This is an optimization exercise on Yosys and OpenROAD, whose aim is small area, a short achievable clock period and few clock cycles per item, not a production implementation. RTL that was checked went through simulation tests only; none was proved equivalent to the original. The RTL of runs 2 and 3 was laid out without a check of its function. No activity file was given, so power comes from the tool's default toggle rates.

==> flow/design.v, too long to show whole: its modules and the start of the top module <==
// module conv3x3_fa: 10 lines
// module conv3x3_ha: 9 lines
// module conv3x3_pp3n: 6 lines
// module conv3x3_pp3p: 6 lines
// module conv3x3_pp2n: 6 lines
// module conv3x3_stream: 2436 lines
module conv3x3_stream
#(
  parameter int DATA_W     = 8,
  parameter int COEF_W     = 8,
  parameter int NORM_SHIFT = 4
) (
  input  logic                  i_clk,
  input  logic                  i_rst,
  input  logic [9*DATA_W-1:0]   i_pixel_data,
  input  logic                  i_pixel_data_valid,
  input  logic                  i_pixel_data_last,
  output logic                  o_pixel_data_ready,
  output logic [DATA_W-1:0]     o_convolved_data,
  output logic                  o_convolved_data_valid,
  output logic                  o_convolved_data_last,
  output logic                  o_convolved_sat,
  input  logic                  i_out_ready,
  input  logic                  i_coef_we,
  input  logic [3:0]            i_coef_addr,
  input  logic [COEF_W-1:0]     i_coef_data,
  input  logic                  i_coef_commit,
  output logic                  o_cfg_pending
);
  // ...
==> flow/run.sh <==
#!/bin/bash
# synth_recipe.tcl (not shown) runs the flow's synth.tcl, then flattens the netlist and writes it again
# the make line also repeats each setting of config.mk as NAME=value (left out here)
make -C /OpenROAD-flow-scripts/flow DESIGN_CONFIG=/design/flow/config.mk WORK_HOME=/design/flow/orfs CLKGATE_MAP_FILE= SYNTH_SCRIPT=/design/flow/synth_recipe.tcl finish
==> flow/config.mk <==
export PLATFORM = sky130hd
export DESIGN_NAME = conv3x3_stream
export DESIGN_NICKNAME = conv3x3_stream
export VERILOG_FILES = /design/flow/design.v
export SDC_FILE = /design/flow/constraint.sdc
export NUM_CORES = 4
export LEC_CHECK = 0
export CAP_MARGIN = 20
export CORE_MARGIN = 2
export CORE_UTILIZATION = 55
export CTS_CLUSTER_DIAMETER = 80
export CTS_CLUSTER_SIZE = 22
export SETUP_SLACK_MARGIN = 2.4
export SLEW_MARGIN = 20
export SYNTH_HIERARCHICAL = 1
==> flow/constraint.sdc <==
create_clock -name core_clock -period 5.0 [get_ports {i_clk}]
set_input_delay 1.0000 -clock core_clock [delete_from_list [all_inputs] [get_ports {i_clk}]]
set_output_delay 1.0000 -clock core_clock [all_outputs]
set_load 0.01 [all_outputs]
==> run_summary.xml, run 1 <==
<?xml version="1.0" encoding="UTF-8"?>
<metrics>
  <group name="global_route">
    <metric name="grt_start_max_net_pins" unit="">89</metric>
    <metric name="met2_usage" unit="%">47.9</metric>
    <metric name="grt_overflow" unit="">0</metric>
    <metric name="first_global_vias" unit="">18200</metric>
  </group>
  <group name="floorplan">
    <metric name="dieWidth" unit="um">230</metric>
    <metric name="core_area" unit="mm^2">0.0503</metric>
    <metric name="design.die.area" unit="mm^2">0.0530</metric>
    <metric name="total_i_o_pin_count" unit="">104</metric>
  </group>
  <group name="synthesis">
    <metric name="netlist-cell-type-count" unit="">45</metric>
    <metric name="mux_share_of_post_synthesis_cell_area" unit="%">2.68</metric>
    <metric name="post-synth-top-count-cell" unit="">fa_1</metric>
    <metric name="ys_warn_count" unit="">7</metric>
    <metric name="synth.net_count" unit="">3038</metric>
    <metric name="syn_area" unit="mm^2">0.0281</metric>
  </group>
  <group name="cells_and_area">
    <metric name="seqAreaFraction" unit="%">33.3</metric>
    <metric name="largest_reg_flops" unit="">175</metric>
    <metric name="inverters_excl_clock" unit="">65</metric>
    <metric name="commonest_cells_after_routing_fill_and_taps_aside" unit="">nand2_1 (422), dfxtp_1 (392), fa_2 (284)</metric>
    <metric name="diodes" unit="">1</metric>
    <metric name="post_route_cells_drive_above_1_share" unit="%">26.3</metric>
    <metric name="nonClkBufAreaFrac" unit="%">3.40</metric>
    <metric name="final_common_cell" unit="">nand2_1</metric>
    <metric name="n_clock_buffer" unit="">37</metric>
    <metric name="final_core_utilization" unit="%">63.0</metric>
    <metric name="nNetsFinal" unit="">2999</metric>
    <metric name="n_fill_cell" unit="">3971</metric>
  </group>
  <group name="setup_path">
    <metric name="critPathMostFrequentCell" unit="">fa_2</metric>
    <metric name="critical_path_start_end_classification" unit="">in2reg</metric>
    <metric name="critical-path-top-delay-family" unit="">adder cells</metric>
    <metric name="r2r_start" unit="">st1_q[88]</metric>
    <metric name="critical_path_arrival" unit="ns">3.10</metric>
    <metric name="cp_cell_sequence" unit="">clkdlybuf4s18_2 &gt; nand2_4 &gt; fa_1 &gt; fa_2 &gt; fa_2</metric>
  </group>
  <group name="drt">
    <metric name="met2_wirelength" unit="um">35800</metric>
    <metric name="count_of_vias_placed_by_the_detailed_router" unit="">16700</metric>
    <metric name="highest_layer" unit="">met5</metric>
  </group>
  <group name="timing">
    <metric name="hold_ws" unit="ns">0.327</metric>
    <metric name="final_min_period_over_clock_period" unit="%">51.9</metric>
    <metric name="setup-violations-final" unit="">0</metric>
  </group>
  <group name="placed_design">
    <metric name="dp_slack" unit="ns">1.25</metric>
    <metric name="routability_congestion_estimate_from_global_placement" unit="">0.920</metric>
  </group>
  <group name="pwr">
    <metric name="combPwrFrac" unit="%">50.8</metric>
    <metric name="pwr.group.combinational" unit="W">0.00944</metric>
    <metric name="power_clock" unit="W">0.00266</metric>
    <metric name="main_power_consuming_group" unit="">combinational logic</metric>
  </group>
  <group name="outcome">
    <metric name="status" unit="">timing/DRC/antenna clean</metric>
  </group>
</metrics>
Testbench counts, summed over its fixed seeds: cycles 4,136, items 4,096.
==> run 2: changes to the inputs <==
--- a/flow/design.v
+++ b/flow/design.v
@@ -1235,25 +1235,27 @@
   always_comb begin
     shadow_d = shadow_q;
     for (int k = 0; k < 9; k++) begin
       if (i_coef_we && i_coef_addr == 4'(k)) shadow_d[k] = i_coef_data;
     end
   end
   assign pend_req = pending_q | i_coef_commit;
   assign apply    = pend_req & ((acc & i_pixel_data_last) | (~in_frame_q & ~acc));
+  logic [8:0][7:0] bank_d;
+  assign bank_d = i_rst ? DEF_KERNEL : shadow_d;
+  always_ff @(posedge i_clk) begin
+    shadow_q <= bank_d;
+    if (apply | i_rst) coef_q <= bank_d;
+  end
   always_ff @(posedge i_clk) begin
     if (i_rst) begin
-      shadow_q   <= DEF_KERNEL;
-      coef_q     <= DEF_KERNEL;
       in_frame_q <= 1'b0;
       pending_q  <= 1'b0;
     end else begin
-      shadow_q <= shadow_d;
-      if (apply) coef_q <= shadow_d;
       if (acc) in_frame_q <= ~i_pixel_data_last;
       pending_q <= pend_req & ~apply;
     end
   end
   assign kq            = coef_q;
   assign o_cfg_pending = pending_q;
   always_ff @(posedge i_clk) begin
     st1_q <= {c1216, c1382, s1215, s1381, c1380, c1378, s1213, s1211, s1379, s1377, c1376, c1374, c1372, c1370, s1375, s1373, s1371, s1369, c1368, c1366, c1364, c1362, c1360, s1197, s1367, s1365, s1363, s1361, s1359, c1358, c1356, c1354, c1352, c1350, c1348, c1346, s1357, s1355, s1353, s1351, s1349, s1347, s1345, c1344, c1342, c1340, c1338, c1336, c1334, c1332, c1330, s1343, s1341, s1339, s1337, s1335, s1333, s1331, s1329, c1328, c1326, c1324, c1322, c1320, c1318, c1316, c1314, c1312, s1143, s1327, s1325, s1323, s1321, s1319, s1317, s1315, s1313, s1311, c1310, c1308, c1306, c1304, c1302, c1300, c1298, c1296, c1294, c1292, s1309, s1307, s1305, s1303, s1301, s1299, s1297, s1295, s1293, s1291, c1290, c1288, c1286, c1284, c1282, c1280, c1278, c1276, c1274, s1087, s1289, s1287, s1285, s1283, s1281, s1279, s1277, s1275, s1273, c1272, c1270, c1268, c1266, c1264, c1262, c1260, c1258, s1271, s1269, s1267, s1265, s1263, s1261, s1259, s1257, c1256, c1254, c1252, c1250, c1248, c1246, c1244, s1255, s1253, s1251, s1249, s1247, s1245, s1243, c1242, c1240, c1238, c1236, c1234, s1009, s1241, s1239, s1237, s1235, s1233, c1232, c1230, c1228, c1226, s1231, s1229, s1227, s1225, c1224, c1222, c1220, s1223, s1221, s1219, c1218, s967, s1217, s961};
==> run 2 against run 1 <==
  * Register-to-register slack got worse by 0.02 ns
  * Power is 9.1% higher
  * Sequential power up 3.2%
  * Die area decreased by 0.74%
  * Area after synthesis down 0.75%
  * Worst hold slack better by 0.0041 ns
  * Non-clock buffer count up 23
  * First-iteration DRC count up 18%
  * Cell area is 0.87% higher
  * Critical endpoint is now st1_q[105]
  * Largest cell class unchanged
  * Highest routed layer is now met4
==> run_summary.xml, run 2 <==
<?xml version="1.0" encoding="UTF-8"?>
<metrics>
  <group name="timing">
    <metric name="final_hold_viol_count" unit="">0</metric>
    <metric name="final.setup_skew" unit="ns">0.0219</metric>
    <metric name="fin_crit" unit="ns">2.63</metric>
    <metric name="rsz0062_at_grt" unit="">yes</metric>
    <metric name="maxClockFrequency" unit="GHz">0.380</metric>
    <metric name="worst_slew_pin_slew" unit="ns">1.01</metric>
    <metric name="final_min_period_over_clock_period" unit="%">52.6</metric>
    <metric name="hold_ws" unit="ns">0.331</metric>
    <metric name="fin_tns_setup" unit="ns">0</metric>
    <metric name="maxSlewViolCount" unit="">0</metric>
    <metric name="layout_setup_ws" unit="ns">2.37</metric>
    <metric name="worst_slew_margin_relative_to_its_limit" unit="%">32.9</metric>
    <metric name="setup-violations-final" unit="">0</metric>
  </group>
  <group name="synthesis">
    <metric name="main_combinational_cell_family_by_area_after_synthesis" unit="">adder cells</metric>
    <metric name="ys_warn_count" unit="">7</metric>
    <metric name="mux_share_of_post_synthesis_cell_area" unit="%">2.30</metric>
    <metric name="netlist-cell-type-count" unit="">45</metric>
    <metric name="netlist_top_cells_count" unit="">fa_1 (549), nand2_1 (526), dfxtp_1 (363)</metric>
    <metric name="syn_area" unit="mm^2">0.0279</metric>
    <metric name="synth_enable_flop_cells" unit="">132</metric>
    <metric name="synth.net_count" unit="">2870</metric>
    <metric name="netlist.area_leader.share" unit="%">39.4</metric>
    <metric name="synth_cells" unit="">2198</metric>
    <metric name="synth_seq_area_share" unit="%">40.2</metric>
    <metric name="synth_top_cell_by_area" unit="">fa_1</metric>
    <metric name="synthesized_area_divided_by_synthesized_cell_count" unit="um^2">12.7</metric>
    <metric name="synthSimpleGateAreaFrac" unit="%">11.0</metric>
    <metric name="synth-compound-area-share" unit="%">2.15</metric>
    <metric name="postSynth.topFlopCell" unit="">dfxtp_1</metric>
    <metric name="synth_xor_area_share" unit="%">0.345</metric>
    <metric name="synth.area.top_cells" unit="">fa_1 (39%), dfxtp_1 (26%), edfxtp_1 (14%)</metric>
    <metric name="post-synth-top-count-cell" unit="">fa_1</metric>
    <metric name="synth-async-reset-ratio" unit="%">0</metric>
    <metric name="post_synth_fa_ha_maj_area_fraction" unit="%">40.8</metric>
    <metric name="synth_seq_cells" unit="">495</metric>
  </group>
  <group name="cts">
    <metric name="cts_max_path_buffers" unit="">3</metric>
    <metric name="clock-sinks" unit="">495</metric>
    <metric name="tritoncts.num_buffers" unit="">31</metric>
    <metric name="clk_latency" unit="ns">0.62</metric>
    <metric name="htree_num_levels" unit="">1</metric>
    <metric name="clock_tree.root_cell" unit="">clkbuf_16</metric>
    <metric name="clock_input_transition_at_the_sequential_cells_of_the_worst_setup_and_hold_paths" unit="ns">0.09</metric>
    <metric name="cts_tree" unit="">built</metric>
  </group>
  <group name="global_route">
    <metric name="grt_overflow" unit="">0</metric>
    <metric name="grt_start_max_net_pins" unit="">82</metric>
    <metric name="grt_pass1_wl" unit="um">113000</metric>
    <metric name="grt_antenna_before_repair" unit="">2</metric>
    <metric name="first_global_vias" unit="">17900</metric>
    <metric name="grtUsageTotal" unit="%">29.6</metric>
  </group>
  <group name="cells_and_area">
    <metric name="seq_area" unit="mm^2">0.0112</metric>
    <metric name="design_area" unit="mm^2">0.0320</metric>
    <metric name="area_delta_synth_final" unit="%">14.6</metric>
    <metric name="nNetsFinal" unit="">2878</metric>
    <metric name="post_route_cells_drive_above_1_share" unit="%">26.5</metric>
    <metric name="n_fill_cell" unit="">3743</metric>
    <metric name="commonest_cells_after_routing_fill_and_taps_aside" unit="">nand2_1 (427), dfxtp_1 (360), fa_1 (277)</metric>
    <metric name="largest_reg_flops" unit="">175</metric>
    <metric name="reg_top3" unit="">st1_q (175), coef_q (72), shadow_q (72)</metric>
    <metric name="multiInputGateArea" unit="mm^2">0.0171</metric>
    <metric name="final_common_cell" unit="">nand2_1</metric>
    <metric name="largest-register" unit="">st1_q</metric>
  </group>
  <group name="placed_design">
    <metric name="post_dp_cell_area" unit="mm^2">0.0305</metric>
    <metric name="dp_slack" unit="ns">1.24</metric>
    <metric name="routability_congestion_estimate_from_global_placement" unit="">0.928</metric>
    <metric name="dp_hpwl" unit="um">62800</metric>
    <metric name="port-buffer-count" unit="">103</metric>
  </group>
  <group name="pwr">
    <metric name="worst_ir_drop_vdd" unit="uV">438</metric>
    <metric name="power.leakage" unit="nW">11.3</metric>
    <metric name="report.power.total" unit="W">0.0203</metric>
    <metric name="pwr_density_cell" unit="mW/mm^2">634</metric>
  </group>
  <group name="drt">
    <metric name="drt-wirelength-per-cell" unit="um">25.8</metric>
    <metric name="ant_nets" unit="">0</metric>
    <metric name="avgViaCountPerCell" unit="">5.50</metric>
    <metric name="first_pass_iters" unit="">7</metric>
    <metric name="drt_first_iter_violations" unit="">1184</metric>
    <metric name="count_of_vias_placed_by_the_detailed_router" unit="">16000</metric>
    <metric name="wl" unit="um">75100</metric>
    <metric name="detailed_route_drc_error_count" unit="">0</metric>
  </group>
  <group name="floorplan">
    <metric name="floorplan.initialDensity" unit="%">55.6</metric>
    <metric name="total_i_o_pin_count" unit="">104</metric>
    <metric name="design.die.area" unit="mm^2">0.0526</metric>
    <metric name="rows" unit="">82</metric>
    <metric name="dieWidth" unit="um">229</metric>
    <metric name="core_area" unit="mm^2">0.0502</metric>
    <metric name="die-height" unit="um">229</metric>
  </group>
  <group name="outcome">
    <metric name="status" unit="">timing/DRC/antenna clean</metric>
  </group>
  <group name="setup_path">
    <metric name="cp_cell_sequence" unit="">clkdlybuf4s18_2 &gt; nand2_1 &gt; fa_2 &gt; fa_2 &gt; fa_2</metric>
    <metric name="delay_of_the_slowest_critical_path_stage" unit="ns">0.60</metric>
    <metric name="critPathMostFrequentCell" unit="">fa_2</metric>
    <metric name="crit_required" unit="ns">5.57</metric>
    <metric name="critical-path-top-delay-family" unit="">adder cells</metric>
    <metric name="critical_path_start_end_classification" unit="">in2reg</metric>
    <metric name="worst-path-buf-inv" unit="">1</metric>
    <metric name="cp-start-kind" unit="">primary input</metric>
    <metric name="crit_slowest_cell" unit="">fa_2</metric>
    <metric name="critical_path_arrival" unit="ns">3.20</metric>
    <metric name="timing.critical_path.to_type" unit="">flip-flop</metric>
    <metric name="worst-path-max-fanout" unit="">8</metric>
  </group>
  <group name="hold_path">
    <metric name="min-delay-path-class" unit="">reg2reg</metric>
  </group>
  <group name="run">
    <metric name="maximum_capacitance_violations" unit="">0</metric>
  </group>
</metrics>
run 2: modules after synthesis (local to each module, per instance):
module / area, um^2 / flip-flops and latches / times used / cells inside
conv3x3_fa: 20.0 / 0 / 545 / 1
conv3x3_ha: 12.5 / 0 / 4 / 1
conv3x3_stream: 16900 / 495 / 1 / 1649
run 2: timing repair:
action,in CTS,in global routing
buffers inserted,5,27
setup endpoints to repair,175,34
resized for setup,217,25
hold buffers,0,0
cloned,0,0
pin swaps,5,3
run 2: where the power goes:
part / internal (W) / switching (W) / total, W
Combinational: 0.00496 / 0.00585 / 0.0108
Clock: 0.00131 / 0.00146 / 0.00277
Sequential: 0.00574 / 0.000958 / 0.00669
Total: 0.0120 / 0.00827 / 0.0203
run 2: path summary, 6_finish.rpt:
check | start | to | slack, ns | depth (start not counted)
max | i_pixel_data[5] | st1_q[105] | 2.37 | 5
min | st2_q[49] | st3_q[29] | 0.33 | 0
max reg2reg | st1_q[83] | st2_q[20] | 2.41 | 4
min reg2reg | st2_q[49] | st3_q[29] | 0.33 | 0
run 2: layer usage:
| layer | global-route usage [%] | part of all wire, % |
|---|---|---|
| met1 | 41.0 | 42 |
| met2 | 49.4 | 49 |
| met4 | 6.68 | 2.4 |
| met3 | 5.12 | 6.8 |
| met5 | 0 | 0 |
run 2: cells by family (layout without fill, tap and decap cells):
| logic type | after synthesis | after routing |
|---|---|---|
| other | 0 | 2 |
| AOI/OAI and AO/OA | 83 | 83 |
| muxes | 64 | 64 |
| adders and majority gates | 581 | 581 |
| xor gates and xnor gates | 11 | 11 |
| DFF | 495 | 495 |
| and+or+nand+nor | 735 | 735 |
| buffers and inverters | 229 | 261 |
run 2: per-stage QoR:
stage,utilization [%],instances
after floorplan,-,2198
after global routing,63.7,2902
after global placement,60.7,2813
final,63.7,2904
after detailed placement,60.7,2813
after CTS,63.1,2875
run 2: worst register-to-register path, cell delays in order, from the launching register on:
cell	delay, ns
dfxtp_1	0.46
fa_1	0.48
fa_1	0.44
fa_1	0.66
fa_1	0.44
run 2: final cells by class:
type	count	share of cell area [%]
repair buffers	139	4.67
inverters	65	0.794
well taps	672	2.63
flip-flops and latches	495	35.1
diodes	2	0.0157
clock inverters	16	0.650
clock buffers	41	2.54
multi-input cells	1474	53.6
==> run 3: changes to the inputs <==
--- a/flow/config.mk
+++ b/flow/config.mk
@@ -10,6 +10,6 @@
 export CORE_UTILIZATION = 55
 export CTS_CLUSTER_DIAMETER = 80
 export CTS_CLUSTER_SIZE = 22
-export SETUP_SLACK_MARGIN = 2.4
+export SETUP_SLACK_MARGIN = 2.55
 export SLEW_MARGIN = 20
 export SYNTH_HIERARCHICAL = 1
==> run 3 against run 2 <==
  * Utilization increased by 2.2 points
  * Fmax increased by 4.5%
  * Clock-buffer cell count increased by 2
  * Cell count increased by 2.4%
  * Clock skew decreased by 0.0040 ns
  * Combinational power increased by 7%
  * Sequential power decreased by 3.1%
  * Flip-flop and latch count unchanged
  * Worst setup slack improved by 0.11 ns
  * Global-route usage increased by 0.98 points
  * Cell area increased by 3.5%
  * Critical path depth decreased by 1
  * Critical path type is now reg2reg
  * Critical endpoint is now st2_q[20]
  * Largest cell class unchanged
  * Largest power group unchanged
  * Highest routed layer is now met5
==> run_summary.xml, run 3 <==
<?xml version="1.0" encoding="UTF-8"?>
<metrics>
  <group name="outcome">
    <metric name="status" unit="">timing/DRC/antenna clean</metric>
  </group>
  <group name="cells_and_area">
    <metric name="n_fill_cell" unit="">3754</metric>
    <metric name="nNetsFinal" unit="">2944</metric>
    <metric name="final_common_cell" unit="">nand2_1</metric>
    <metric name="post_route_cells_drive_above_1_share" unit="%">35.2</metric>
    <metric name="largest-register" unit="">st1_q</metric>
    <metric name="area_delta_synth_final" unit="%">18.5</metric>
    <metric name="largest_reg_flops" unit="">175</metric>
    <metric name="commonest_cells_after_routing_fill_and_taps_aside" unit="">nand2_1 (405), fa_2 (375), dfxtp_1 (341)</metric>
    <metric name="multiInputGateArea" unit="mm^2">0.0175</metric>
    <metric name="reg_top3" unit="">st1_q (175), coef_q (72), shadow_q (72)</metric>
    <metric name="seq_area" unit="mm^2">0.0113</metric>
  </group>
  <group name="synthesis">
    <metric name="synthesized_area_divided_by_synthesized_cell_count" unit="um^2">12.7</metric>
    <metric name="synth_seq_area_share" unit="%">40.2</metric>
    <metric name="netlist_top_cells_count" unit="">fa_1 (549), nand2_1 (526), dfxtp_1 (363)</metric>
    <metric name="netlist-cell-type-count" unit="">45</metric>
    <metric name="synth-async-reset-ratio" unit="%">0</metric>
    <metric name="synth_cells" unit="">2198</metric>
    <metric name="synth_enable_flop_cells" unit="">132</metric>
    <metric name="synth.net_count" unit="">2870</metric>
    <metric name="netlist.area_leader.share" unit="%">39.4</metric>
    <metric name="ys_warn_count" unit="">7</metric>
    <metric name="synth.area.top_cells" unit="">fa_1 (39%), dfxtp_1 (26%), edfxtp_1 (14%)</metric>
    <metric name="post-synth-top-count-cell" unit="">fa_1</metric>
    <metric name="postSynth.topFlopCell" unit="">dfxtp_1</metric>
    <metric name="synth_seq_cells" unit="">495</metric>
    <metric name="syn_area" unit="mm^2">0.0279</metric>
    <metric name="synth_top_cell_by_area" unit="">fa_1</metric>
  </group>
  <group name="cts">
    <metric name="clock_tree.root_cell" unit="">clkbuf_16</metric>
    <metric name="cts_max_path_buffers" unit="">3</metric>
    <metric name="htree_num_levels" unit="">1</metric>
    <metric name="clk_latency" unit="ns">0.62</metric>
    <metric name="post_cts_hold_buffer_count" unit="">0</metric>
    <metric name="clock_input_transition_at_the_sequential_cells_of_the_worst_setup_and_hold_paths" unit="ns">0.09</metric>
    <metric name="cts_tree" unit="">built</metric>
    <metric name="clock-sinks" unit="">495</metric>
    <metric name="tritoncts.num_buffers" unit="">31</metric>
  </group>
  <group name="timing">
    <metric name="maxSlewViolCount" unit="">0</metric>
    <metric name="fin_crit" unit="ns">2.52</metric>
    <metric name="final_min_period_over_clock_period" unit="%">50.4</metric>
    <metric name="final.setup_skew" unit="ns">0.0179</metric>
    <metric name="worst_slew_pin_slew" unit="ns">1.01</metric>
    <metric name="maxClockFrequency" unit="GHz">0.397</metric>
    <metric name="fin_tns_setup" unit="ns">0</metric>
    <metric name="hold_ws" unit="ns">0.331</metric>
    <metric name="setup-violations-final" unit="">0</metric>
    <metric name="worst_slew_margin_relative_to_its_limit" unit="%">31.0</metric>
    <metric name="rsz0062_at_grt" unit="">yes</metric>
    <metric name="final_hold_viol_count" unit="">0</metric>
  </group>
  <group name="setup_path">
    <metric name="critical_path_start_end_classification" unit="">reg2reg</metric>
    <metric name="timing.critical_path.to_type" unit="">flip-flop</metric>
    <metric name="cp_cell_sequence" unit="">fa_1 &gt; fa_2 &gt; fa_1 &gt; fa_2</metric>
    <metric name="r2r_start" unit="">st1_q[94]</metric>
    <metric name="crit_slowest_cell" unit="">fa_1</metric>
    <metric name="crit_required" unit="ns">5.50</metric>
    <metric name="critical_path_arrival" unit="ns">3.02</metric>
    <metric name="cp-start-kind" unit="">flip-flop</metric>
    <metric name="rr_worst_depth" unit="">4</metric>
    <metric name="reg2reg_setup_slack" unit="ns">2.48</metric>
    <metric name="r2r_end" unit="">st2_q[20]</metric>
    <metric name="worst-path-max-fanout" unit="">1</metric>
    <metric name="delay_of_the_slowest_critical_path_stage" unit="ns">0.58</metric>
  </group>
  <group name="floorplan">
    <metric name="core_area" unit="mm^2">0.0502</metric>
    <metric name="floorplan.initialDensity" unit="%">55.6</metric>
    <metric name="die-height" unit="um">229</metric>
    <metric name="rows" unit="">82</metric>
    <metric name="total_i_o_pin_count" unit="">104</metric>
    <metric name="dieWidth" unit="um">229</metric>
    <metric name="design.die.area" unit="mm^2">0.0526</metric>
  </group>
  <group name="global_route">
    <metric name="grt_antenna_before_repair" unit="">6</metric>
    <metric name="grt_start_max_net_pins" unit="">73</metric>
    <metric name="grtUsageTotal" unit="%">30.6</metric>
    <metric name="first_global_vias" unit="">18200</metric>
    <metric name="grt_pass1_wl" unit="um">117000</metric>
    <metric name="grt_overflow" unit="">0</metric>
  </group>
  <group name="drt">
    <metric name="count_of_vias_placed_by_the_detailed_router" unit="">16300</metric>
    <metric name="first_pass_iters" unit="">5</metric>
    <metric name="drt_first_iter_violations" unit="">1236</metric>
    <metric name="ant_nets" unit="">0</metric>
    <metric name="avgViaCountPerCell" unit="">5.47</metric>
    <metric name="detailed_route_drc_error_count" unit="">0</metric>
    <metric name="wl" unit="um">77400</metric>
    <metric name="drt-wirelength-per-cell" unit="um">26.0</metric>
  </group>
  <group name="pwr">
    <metric name="combPwrFrac" unit="%">55.8</metric>
    <metric name="p_int" unit="W">0.0124</metric>
    <metric name="pwr_density_cell" unit="mW/mm^2">628</metric>
    <metric name="clock_power_share" unit="%">13.0</metric>
    <metric name="power.leakage" unit="nW">11.8</metric>
    <metric name="swShare" unit="%">40.5</metric>
    <metric name="total_switching_power" unit="W">0.00841</metric>
    <metric name="worst_ir_drop_vdd" unit="uV">476</metric>
    <metric name="p_seq_share" unit="%">31.2</metric>
  </group>
  <group name="hold_path">
    <metric name="min-delay-start" unit="">lq[1]</metric>
    <metric name="min-delay-path-class" unit="">reg2reg</metric>
    <metric name="timing.hold.worst_path_depth" unit="">0</metric>
    <metric name="min_to" unit="">lq[2]</metric>
  </group>
  <group name="placed_design">
    <metric name="routability_congestion_estimate_from_global_placement" unit="">0.910</metric>
    <metric name="dp_hpwl" unit="um">63500</metric>
    <metric name="port-buffer-count" unit="">103</metric>
  </group>
  <group name="run">
    <metric name="maximum_capacitance_violations" unit="">0</metric>
  </group>
</metrics>
run 3: cell counts after synthesis:
Identical to the previous run, type by type.
run 3: how the worst max path moves through the flow:
stage                     start          to  depth (start not counted)
2_1_floorplan       i_out_ready       fne_q                         10
3_3_place_gp   i_pixel_data[18]  st1_q[105]                          5
3_5_place_dp   i_pixel_data[18]  st1_q[105]                          5
4_1_cts        i_pixel_data[12]  st1_q[105]                          5
5_1_grt              st1_q[143]   st2_q[34]                          4
6_report              st1_q[94]   st2_q[20]                          4
run 3: cell families after synthesis:
| kind of cell | after synthesis | synth area share [%] |
|---|---|---|
| AOI/OAI and AO/OA | 83 | 2.15 |
| buffers and inverters | 229 | 3.11 |
| muxes | 64 | 2.30 |
| xor gates and xnor gates | 11 | 0.345 |
| adders and majority gates | 581 | 40.8 |
| and+or+nand+nor | 735 | 11.0 |
| DFF | 495 | 40.2 |
run 3: modules after synthesis (local to each module, per instance):
module / flops+latches / area, um^2 / cells inside
conv3x3_fa: 0 / 20.0 / 1
conv3x3_ha: 0 / 12.5 / 1
conv3x3_stream: 495 / 16900 / 1649
run 3: layer usage:
| layer | part of all wire, % | GRT usage [%] |
|---|---|---|
| met1 | 42 | 42.1 |
| met2 | 49 | 51.5 |
| met3 | 6.7 | 5.83 |
| met4 | 1.9 | 5.68 |
| met5 | 0.016 | 0 |
run 3: worst max-delay path, delay by kind of cell, from the launching register on:
kind | cells | cell delay [ns]
adder cells (fa/ha/maj) | 4 | 2.07
flip-flops | 1 | 0.33
run 3: through the flow:
stage                     area [um^2]  total power (W)  setup WS (ns)  util (%)  cells
after floorplan                 30500           0.0134           2.00         -   2198
after global placement          30700           0.0172           1.22      61.3   2813
after detailed placement        30700           0.0176           1.18      61.3   2813
after CTS                       32800           0.0207           2.46      65.3   2958
after global routing            33100           0.0226           2.48      65.9   2969
final                           33100           0.0208           2.48      65.9   2975
run 3: final cells by class:
cell class                      instances  area share, %
Antenna cell                            6         0.0454
Clock buffer                           43           2.48
Clock inverter                         15          0.488
Inverter                               65          0.775
Multi-Input combinational cell       1474           52.9
Sequential cell                       495           34.1
Tap cell                              672           2.54
Timing Repair Buffer                  205           6.74
run 3: power groups by stage:
stage / sequential, W / clock [W] / combinational (W)
CTS: 0.00650 / 0.00274 / 0.0114
finish: 0.00648 / 0.00270 / 0.0116
global placement: 0.00681 / 0 / 0.0104
floorplan: 0.00627 / 0 / 0.00715
global route: 0.00660 / 0.00288 / 0.0132
detailed placement: 0.00684 / 0 / 0.0107
run 3: what timing repair did:
action / in CTS / in global routing
pin swaps: 25 / 49
setup buffers: 87 / 11
cloned: 0 / 0
resized for setup: 406 / 88
endpoints found under the setup margin: 226 / 115

[re-timing with driven ports]
No port has a modelled driver above. Below, the same layouts with a new extraction and two added sets of constraints. Step 1: set_driving_cell puts a clkbuf_16 on i_clk and a buf_2 on each other input, an assumption about the parent block. Step 2 also shifts input and output timing later by t, the mid clock arrival at the registers, as if the neighbouring blocks saw the same clock. Three values: ideal ports, drivers, drivers and shift; two values: the first two.
| run | shift t [ns] | setup WS [ns] | worst slew at a driven data input, ns | cell pins on the clock port's net |
|---|---|---|---|---|
| run 1 | 0.669 | 2.405 / 2.396 / 1.727 | 0.09 | 1 |
| run 2 | 0.672 | 2.368 / 2.404 / 1.732 | 0.10 | 1 |
| run 3 | 0.673 | 2.480 / 2.480 / 1.838 | 0.09 | 1 |
After both steps setup and hold are still met in every run listed. For run 1, which loses most, drivers alone change the setup slack by -0.009 ns; drivers and shift together by -0.678 ns.
